Source: an optimization exercise on an open RTL-to-GDS flow (aim: small area, a short achievable clock period and few clock cycles per item). Production flows keep margins and buffers that such runs may drop.
Only simulation tests tie the RTL to the original design; equivalence was not proved.

Design nn_top, start of the top module:
module nn_top #(
  parameter int data_w = 16,
  parameter int frac_w = 8
) (
  input  wire                clk,
  input  wire                rst_n,
  input  wire                in_valid_w1,
  input  wire                in_valid_w2,
  input  wire                in_valid_d,
  input  wire  [data_w-1:0]  weight1,
  input  wire  [data_w-1:0]  weight2,
  input  wire  [data_w-1:0]  data_point,
  output logic               out_valid,
  output logic [data_w-1:0]  out
);
For scale: about 3100 cells after synthesis, ~36000 µm² of cells after synthesis.
export LEC_CHECK = 0
export CAP_MARGIN = 20
export CORE_MARGIN = 2
export CORE_UTILIZATION = 40
export CTS_CLUSTER_DIAMETER = 60
export CTS_CLUSTER_SIZE = 30
export PLACE_DENSITY = 0.75
export SLEW_MARGIN = 20
create_clock -name core_clock -period 12.0 [get_ports {clk}]
standard.sh (not shown) runs the stock make flow with config.mk's settings and CLKGATE_MAP_FILE= SYNTH_SCRIPT=/design/flow/synth_recipe.tcl, a recipe that flattens the netlist after the stock synthesis.
==> flow/flow/run.sh <==
#!/bin/bash
set -euo pipefail
M=7.0
B="-buffer_cell sky130_fd_sc_hd__buf_2"
R=orfs/results/sky130hd/nn_top/base
bash standard.sh SETUP_SLACK_MARGIN=$M "BUFFER_PORTS_ARGS=$B" synth > synth_flow.log 2>&1
cp $R/1_2_yosys.v $R/1_2_yosys_orig.v
python3 flow/fa_polarity.py $R/1_2_yosys_orig.v $R/1_2_yosys_fapol.v > fa_polarity.log 2>&1
python3 flow/out_adder.py $R/1_2_yosys_fapol.v $R/1_2_yosys_oadd.v > out_adder.log 2>&1
cp $R/1_2_yosys_oadd.v $R/1_2_yosys.v
rm -f $R/1_synth.odb $R/1_synth.sdc
bash standard.sh SETUP_SLACK_MARGIN=$M "BUFFER_PORTS_ARGS=$B" finish > standard_flow.log 2>&1
Other scripts of this flow, unchanged in this note and not shown: flow/flow/fa_polarity.py, flow/flow/out_adder.py
Testbench counts at the start, summed over its fixed seeds: cycles 22,400, inferences 3,200.
Change:
==> flow/flow/run.sh (replaced) <==
#!/bin/bash
set -euo pipefail
M=6.8
R=orfs/results/sky130hd/nn_top/base
bash standard.sh SETUP_SLACK_MARGIN=$M synth > synth_flow.log 2>&1
cp $R/1_2_yosys.v $R/1_2_yosys_orig.v
python3 flow/fa_polarity.py $R/1_2_yosys_orig.v $R/1_2_yosys_fapol.v > fa_polarity.log 2>&1
python3 flow/out_adder.py $R/1_2_yosys_fapol.v $R/1_2_yosys_oadd.v > out_adder.log 2>&1
cp $R/1_2_yosys_oadd.v $R/1_2_yosys.v
rm -f $R/1_synth.odb $R/1_synth.sdc
bash standard.sh SETUP_SLACK_MARGIN=$M finish > standard_flow.log 2>&1
--- a/flow/config.mk
+++ b/flow/config.mk
@@ -10,5 +10,2 @@
 export CORE_UTILIZATION = 40
-export CTS_CLUSTER_DIAMETER = 60
-export CTS_CLUSTER_SIZE = 30
-export PLACE_DENSITY = 0.75
 export SLEW_MARGIN = 20
Outcome:
- The changed run completed without violations
- synthesized area is unchanged
- worst setup slack got worse by 0.12 ns
- wire length came out higher by 3.3%
- worst hold slack got worse by 0.0085 ns
- final cell count is about the same
- via count came out lower by 2.9%
Change:
==> flow/flow/run.sh (replaced) <==
#!/bin/bash
set -euo pipefail
M=7.0
B="-buffer_cell sky130_fd_sc_hd__buf_2"
R=orfs/results/sky130hd/nn_top/base
bash standard.sh SETUP_SLACK_MARGIN=$M "BUFFER_PORTS_ARGS=$B" synth > synth_flow.log 2>&1
cp $R/1_2_yosys.v $R/1_2_yosys_orig.v
python3 flow/fa_polarity.py $R/1_2_yosys_orig.v $R/1_2_yosys_fapol.v > fa_polarity.log 2>&1
python3 flow/out_adder.py $R/1_2_yosys_fapol.v $R/1_2_yosys_oadd.v > out_adder.log 2>&1
cp $R/1_2_yosys_oadd.v $R/1_2_yosys.v
rm -f $R/1_synth.odb $R/1_synth.sdc
bash standard.sh SETUP_SLACK_MARGIN=$M "BUFFER_PORTS_ARGS=$B" finish > standard_flow.log 2>&1
--- a/flow/config.mk
+++ b/flow/config.mk
@@ -10,2 +10,3 @@
 export CORE_UTILIZATION = 40
+export PLACE_DENSITY = 0.75
 export SLEW_MARGIN = 20
Routed wire length goes down by about 3%. Count of clock-buffer cells in the layout is lower by 8. Flip-flop and latch count stays the same. Setup slack is better by 0.12 ns. Register-to-register slack gains 0.12 ns. Synthesized area stays the same. Final area is higher by 0.31%.
Change:
--- a/flow/config.mk
+++ b/flow/config.mk
@@ -9,4 +9,3 @@
 export CORE_MARGIN = 2
-export CORE_UTILIZATION = 40
-export PLACE_DENSITY = 0.75
+export CORE_UTILIZATION = 55
 export SLEW_MARGIN = 20
Core utilization went up by 18 points; area after synthesis stays the same; sequential share of layout area is about the same; non-clock buffer count went up by 30; worst setup slack is better by 0.0057 ns; die area went down by a quarter to a third; via count stays flat; cell area went up slightly; count of clock-buffer cells in the layout went up by 2; first-iteration DRC count went down by about a fifth.

static timing again, ports no longer ideal:
In the flow no input, the clock included, has a driving cell. The finished layouts below were timed again as built, in two steps. Step 1 (the two cells are an assumption about what drives the block):
set clk [get_ports {clk}]
set_driving_cell -lib_cell sky130_fd_sc_hd__clkbuf_16 $clk
set_driving_cell -lib_cell sky130_fd_sc_hd__buf_2 [delete_from_list [all_inputs] $clk]
Step 2 also shifts input and output timing later by t, the mid clock arrival at the registers, as if the neighbouring blocks saw the same clock. a / b / c = ideal ports / drivers / drivers and shift; a / b = the first two.
run	t (ns)	setup slack, ns	worst setup path after step 2	clock arrival spread, ns	worst slew at a driven data input, ns
the first run	0.647	7.058 / 7.052 / 7.058	register to register	0.029 / 0.029	0.04
the second run	0.672	6.940 / 6.903 / 6.940	register to register	0.031 / 0.031	0.06
the third run	0.675	7.060 / 7.060 / 7.060	register to register	0.034 / 0.034	0.04
the fourth run	0.691	7.065 / 7.056 / 7.065	register to register	0.066 / 0.066	0.05
After both steps every run listed still meets setup and hold.
